This design comes from an exercise in tuning for small area on the open sky130 flow, not from production work.
RTL that was checked went through simulation tests only; none was proved equivalent to the original.
Power figures rest on the tool's default switching activity, not on a simulated workload.

// vehicle_safety_interlock_unit
module vehicle_safety_interlock_unit (
    input  logic        clk,
    input  logic        rst_n,
    input  logic        s_tvalid,
    output logic        s_tready,
    input  logic [55:0] s_tdata,
    input  logic [2:0]  s_tuser,
    output logic        m_tvalid,
    input  logic        m_tready,
    output logic [79:0] m_tdata,
    input  logic        cfg_valid,
    output logic        cfg_ready,
    input  logic [2:0]  cfg_addr,
    input  logic [15:0] cfg_data
);
Size in the first run: roughly 320 flip-flops, roughly 14,000 um^2 of cells after synthesis.
clock: 7.0 ns
lec_check: 0
cap_margin: 20
core_margin: 2
core_utilization: 60
place_density: 0.8
slew_margin: 20
standard.sh (not shown) runs the stock make flow with config.mk's settings and CLKGATE_MAP_FILE= SYNTH_SCRIPT=/design/flow/synth_recipe.tcl, a recipe that flattens the netlist after the stock synthesis.
==> flow/flow/run.sh <==
#!/bin/bash
# Standard ORFS layout (standard.sh: the standard flow's synthesis and ORFS steps) with
# two changes: ports are buffered with the smallest buffer (buf_1), and CTS
# adds no dummy loads and builds the tree from small clock buffers.
set -o pipefail
export BUFFER_PORTS_ARGS="-buffer_cell sky130_fd_sc_hd__buf_1"
export CTS_ARGS="-sink_clustering_enable -repair_clock_nets -dont_use_dummy_load -buf_list {sky130_fd_sc_hd__clkbuf_4} -sink_clustering_size 10 -sink_clustering_max_diameter 40"
bash standard.sh > standard.log 2>&1
Edit:
--- a/flow/design.v
+++ b/flow/design.v
@@ -206,17 +206,18 @@
     logic        recovering_reg;
     logic        shake_wait_reg;
     logic        lock_flag_reg;
     logic        snap_ok_reg;       
     logic [15:0] snap_dist_reg;     
     logic [15:0] nav_quiet_reg;     
     logic [15:0] sensor_quiet_reg;  
-    logic [15:0] check_phase_reg;
+    logic [15:0] check_next_reg;    
     logic [15:0] rest_left_reg;     
-    logic [15:0] hold_left_reg;
+    logic [15:0] hold_left_reg;     
+    logic        hold_active_reg;   
     logic [31:0] approve_count_reg;
     logic [31:0] reject_count_reg;
     logic        approved_reg;
     logic [2:0]  refusal_reg;
     logic [3:0]  notice_reg;
     logic        alive_reg;
     logic k_tick, k_beat, k_exit, k_cmd, k_sensor;
@@ -235,22 +236,22 @@
     logic        rest_nz, hold_nz, rest_one, hold_one;
     logic [15:0] rest_left_dec, hold_left_dec;
     logic        check_due, nav_trip, sensor_trip;
     assign nav_sat          = &nav_quiet_reg;
     assign sensor_sat       = &sensor_quiet_reg;
     assign nav_quiet_inc    = inc16(nav_quiet_reg, k_tick & ~nav_sat);
     assign sensor_quiet_inc = inc16(sensor_quiet_reg, k_tick & ~sensor_sat);
-    assign check_phase_inc  = inc16(check_phase_reg, 1'b1);
+    assign check_phase_inc  = inc16(check_next_reg, k_tick);
     assign rest_nz          = |rest_left_reg;
-    assign hold_nz          = |hold_left_reg;
+    assign hold_nz          = hold_active_reg & (|hold_left_reg);
     assign rest_one         = (rest_left_reg == 16'd1);
     assign hold_one         = (hold_left_reg == 16'd1);
     assign rest_left_dec    = dec16(rest_left_reg, k_tick & rest_nz);
     assign hold_left_dec    = dec16(hold_left_reg, k_tick & hold_nz);
-    assign check_due        = ge16(check_phase_inc, check_period_reg);
+    assign check_due        = ge16(check_next_reg, check_period_reg);
     assign nav_trip         = nav_contact_reg && cmp16(nav_quiet_reg, silence_limit_reg, ~nav_sat);
     assign sensor_trip      = sensor_seen_reg && cmp16(sensor_quiet_reg, silence_limit_reg, ~sensor_sat);
     logic        over_speed, over_steer, sensor_bad;
     logic [14:0] steer_mag;
     logic [2:0]  refusal;
     assign over_speed = !in_speed[15] && gt16({1'b0, in_speed[14:0]}, {1'b0, speed_limit_reg});
     assign steer_mag  = in_steer[14:0] ^ {15{in_steer[15]}};
@@ -282,16 +283,16 @@
         if (!rst_n)
         begin
             nav_contact_reg <= 1'b0;
             sensor_seen_reg <= 1'b0;
             recovering_reg  <= 1'b0;
             shake_wait_reg  <= 1'b0;
             lock_flag_reg   <= 1'b0;
-            check_phase_reg <= 16'd0;
-            hold_left_reg   <= 16'd0;
+            check_next_reg  <= 16'd1;
+            hold_active_reg <= 1'b0;
             approve_count_reg <= 32'd0;
             reject_count_reg  <= 32'd0;
         end
         else
         begin
             if (k_beat || k_cmd)
                 nav_contact_reg <= 1'b1;
@@ -308,21 +309,19 @@
             if (shake_start)
                 shake_wait_reg <= 1'b1;
             else if (shake_end || lock_now)
                 shake_wait_reg <= 1'b0;
             if (lock_now)
                 lock_flag_reg <= 1'b1;
             if (alive_now)
-                check_phase_reg <= 16'd0;
-            else if (k_tick)
-                check_phase_reg <= check_phase_inc;
-            if (hold_load)
-                hold_left_reg <= hold_ms_reg;
+                check_next_reg <= 16'd1;
             else
-                hold_left_reg <= hold_left_dec;
+                check_next_reg <= check_phase_inc;
+            if (hold_load)
+                hold_active_reg <= 1'b1;
             approve_count_reg <= inc32(approve_count_reg, k_cmd && cmd_ok && !(&approve_count_reg));
             reject_count_reg  <= inc32(reject_count_reg, k_cmd && !cmd_ok && !(&reject_count_reg));
         end
     end
     always_ff @(posedge clk)
     begin
         if (s_tvalid && s_tready && s_tuser == 3'd4)
@@ -334,14 +333,18 @@
             nav_quiet_reg <= 16'd0;
         else
             nav_quiet_reg <= nav_quiet_inc;
         if (k_sensor)
             sensor_quiet_reg <= 16'd0;
         else
             sensor_quiet_reg <= sensor_quiet_inc;
+        if (hold_load)
+            hold_left_reg <= hold_ms_reg;
+        else
+            hold_left_reg <= hold_left_dec;
         if (shake_start)
             rest_left_reg <= rest_limit_reg;
         else
             rest_left_reg <= rest_left_dec;
     end
     always_ff @(posedge clk or negedge rst_n)
     begin
After rerunning:
- global-route usage is lower by 0.32 points
- count of clock-buffer cells in the layout came out higher by 2
- area after synthesis fell by 0.42%
- die area shrinks by about 0.4%
- worst hold slack stays flat
- first-iteration DRC count is higher by about 4%
- clock skew is lower by 0.0061 ns
- synthesized cell count is lower by about 2.7%
- power rose by 1.8%
- design area is lower by 0.32%
For the second run of this note, only the layout was checked, not whether the RTL still works.

========
Another version of the RTL of vehicle_safety_interlock_unit (not shown whole).
Size in the first run: roughly 1,200 cells after synthesis, roughly 170 I/O pins.
Settings: LEC_CHECK=0, CAP_MARGIN=20, CORE_MARGIN=2, CORE_UTILIZATION=60, PLACE_DENSITY=0.8, SLEW_MARGIN=20; clock period 7.0 ns.
Scripts as last shown in full above: flow/flow/run.sh
==> next run, changes <==
--- a/flow/design.v
+++ b/flow/design.v
@@ -113,37 +113,35 @@
                 pb   = 1'b1;
                 c    = bin & pall;
             end
             s[i] = a[i] ^ c;
             c    = ~a[i] & c;
             pb   = pb & ~a[i];
         end
         dec16 = s;
     endfunction
-    function automatic logic [31:0] sat_inc32(input logic [31:0] a, input logic en);
+    function automatic logic [31:0] inc32(input logic [31:0] a, input logic cin);
         logic [31:0] s;
-        logic [3:0]  all1;
-        logic        e, c;
-        for (int k = 0; k < 4; k++)
-            all1[k] = &a[8*k +: 8];
-        e = en & ~(&all1);
+        logic        c, pb, pall;
+        c    = cin;
+        pb   = 1'b1;
+        pall = 1'b1;
         for (int i = 0; i < 32; i++) begin
-            case (i)
-                0:  c = e;
-                8:  c = e & all1[0];
-                16: c = e & all1[0] & all1[1];
-                24: c = e & all1[0] & all1[1] & all1[2];
-                default: ;
-            endcase
+            if (i % 8 == 0 && i > 0) begin
+                pall = pall & pb;
+                pb   = 1'b1;
+                c    = cin & pall;
+            end
             s[i] = a[i] ^ c;
             c    = a[i] & c;
+            pb   = pb & a[i];
         end
-        sat_inc32 = s;
+        inc32 = s;
     endfunction
     logic [14:0] speed_limit_n_reg;
     logic [14:0] steering_limit_n_reg;
     logic [15:0] min_distance_n_reg;
     logic [15:0] silence_limit_n_reg;
     logic [15:0] check_period_n_reg;
     logic [15:0] rest_limit_reg;
     logic [15:0] hold_ms_reg;
     always_ff @(posedge clk or negedge rst_n)
@@ -208,20 +206,19 @@
     logic        recovering_reg;
     logic        shake_wait_reg;
     logic        lock_flag_reg;
     logic        snap_ok_reg;       
     logic [15:0] snap_dist_reg;     
     logic [15:0] nav_quiet_reg;     
     logic [15:0] sensor_quiet_reg;  
     logic [15:0] check_next_reg;    
     logic [15:0] rest_left_reg;     
-    logic [15:0] hold_left_reg;     
-    logic        hold_active_reg;   
+    logic [15:0] hold_left_reg;
     logic [31:0] approve_count_reg;
     logic [31:0] reject_count_reg;
     logic        approved_reg;
     logic [2:0]  refusal_reg;
     logic [3:0]  notice_reg;
     logic        alive_reg;
     logic k_tick, k_beat, k_exit, k_cmd, k_sensor;
     assign k_tick   = advance && (in_kind_reg == 3'd0);
     assign k_beat   = advance && (in_kind_reg == 3'd1);
@@ -238,19 +235,19 @@
     logic        rest_nz, hold_nz, rest_one, hold_one;
     logic [15:0] rest_left_dec, hold_left_dec;
     logic        check_due, nav_trip, sensor_trip;
     assign nav_sat          = &nav_quiet_reg;
     assign sensor_sat       = &sensor_quiet_reg;
     assign nav_quiet_inc    = inc16(nav_quiet_reg, k_tick & ~nav_sat);
     assign sensor_quiet_inc = inc16(sensor_quiet_reg, k_tick & ~sensor_sat);
     assign check_phase_inc  = inc16(check_next_reg, k_tick);
     assign rest_nz          = |rest_left_reg;
-    assign hold_nz          = hold_active_reg & (|hold_left_reg);
+    assign hold_nz          = |hold_left_reg;
     assign rest_one         = (rest_left_reg == 16'd1);
     assign hold_one         = (hold_left_reg == 16'd1);
     assign rest_left_dec    = dec16(rest_left_reg, k_tick & rest_nz);
     assign hold_left_dec    = dec16(hold_left_reg, k_tick & hold_nz);
     assign check_due        = ge16(check_next_reg, check_period_reg);
     assign nav_trip         = nav_contact_reg && cmp16(nav_quiet_reg, silence_limit_reg, ~nav_sat);
     assign sensor_trip      = sensor_seen_reg && cmp16(sensor_quiet_reg, silence_limit_reg, ~sensor_sat);
     logic        over_speed, over_steer, sensor_bad;
     logic [14:0] steer_mag;
@@ -284,19 +281,19 @@
     begin
         if (!rst_n)
         begin
             nav_contact_reg <= 1'b0;
             sensor_seen_reg <= 1'b0;
             recovering_reg  <= 1'b0;
             shake_wait_reg  <= 1'b0;
             lock_flag_reg   <= 1'b0;
             check_next_reg  <= 16'd1;
-            hold_active_reg <= 1'b0;
+            hold_left_reg   <= 16'd0;
             approve_count_reg <= 32'd0;
             reject_count_reg  <= 32'd0;
         end
         else
         begin
             if (k_beat || k_cmd)
                 nav_contact_reg <= 1'b1;
             else if (k_exit || (alive_now && nav_trip))
                 nav_contact_reg <= 1'b0;
@@ -313,42 +310,40 @@
             else if (shake_end || lock_now)
                 shake_wait_reg <= 1'b0;
             if (lock_now)
                 lock_flag_reg <= 1'b1;
             if (alive_now)
                 check_next_reg <= 16'd1;
             else
                 check_next_reg <= check_phase_inc;
             if (hold_load)
-                hold_active_reg <= 1'b1;
-            approve_count_reg <= sat_inc32(approve_count_reg, k_cmd && cmd_ok);
-            reject_count_reg  <= sat_inc32(reject_count_reg, k_cmd && !cmd_ok);
+                hold_left_reg <= hold_ms_reg;
+            else
+                hold_left_reg <= hold_left_dec;
+            approve_count_reg <= inc32(approve_count_reg, k_cmd && cmd_ok && !(&approve_count_reg));
+            reject_count_reg  <= inc32(reject_count_reg, k_cmd && !cmd_ok && !(&reject_count_reg));
         end
     end
     always_ff @(posedge clk)
     begin
         if (s_tvalid && s_tready && s_tuser == 3'd4)
         begin
             snap_ok_reg   <= s_tdata[32] & s_tdata[33];
             snap_dist_reg <= s_tdata[49:34];
         end
         if (k_beat || k_cmd)
             nav_quiet_reg <= 16'd0;
         else
             nav_quiet_reg <= nav_quiet_inc;
         if (k_sensor)
             sensor_quiet_reg <= 16'd0;
         else
             sensor_quiet_reg <= sensor_quiet_inc;
-        if (hold_load)
-            hold_left_reg <= hold_ms_reg;
-        else
-            hold_left_reg <= hold_left_dec;
         if (shake_start)
             rest_left_reg <= rest_limit_reg;
         else
             rest_left_reg <= rest_left_dec;
     end
     always_ff @(posedge clk or negedge rst_n)
     begin
         if (!rst_n)
             out_valid_reg <= 1'b0;
- routed wire length rose by 3.1%
- flip-flop and latch count fell by 1
- critical path depth fell by 1
- non-clock buffer count fell by 1
- setup slack improved by 0.23 ns
- via count rose by 0.56%
For the second run of this note, only the layout was checked, not whether the RTL still works.

## what the ideal ports hide
How much do the figures lean on ideal ports? The routed layouts below were timed once more, with nothing changed but the port constraints.
Step 1, drivers: a clkbuf_16 drives clk and a buf_2 each remaining input, both assumed.
Step 2 adds t to the input delays and takes it off the output delays; t is the mean of the earliest and latest rising clock arrival at the registers after step 1. Input paths then give back, and output paths get back, about the clock's delay inside the block.
Three values: ideal, step 1, step 2; two values: the first two.
run | t (ns) | setup WS [ns] | pins driven straight from the clock port
the first run of note 1 | 0.664 | 1.910 / 1.910 / 1.910 | 1
the second run of note 1 | 0.693 | 2.368 / 2.368 / 2.317 | 1
the first run of note 2 | 0.685 | 2.264 / 2.264 / 1.867 | 1
the second run of note 2 | 0.680 | 2.497 / 2.497 / 2.433 | 1
After both steps setup and hold are still met in every run listed. The setup slack of the first run of note 2, which loses most, moves by 0.000 ns with the drivers and by -0.397 ns with both steps.
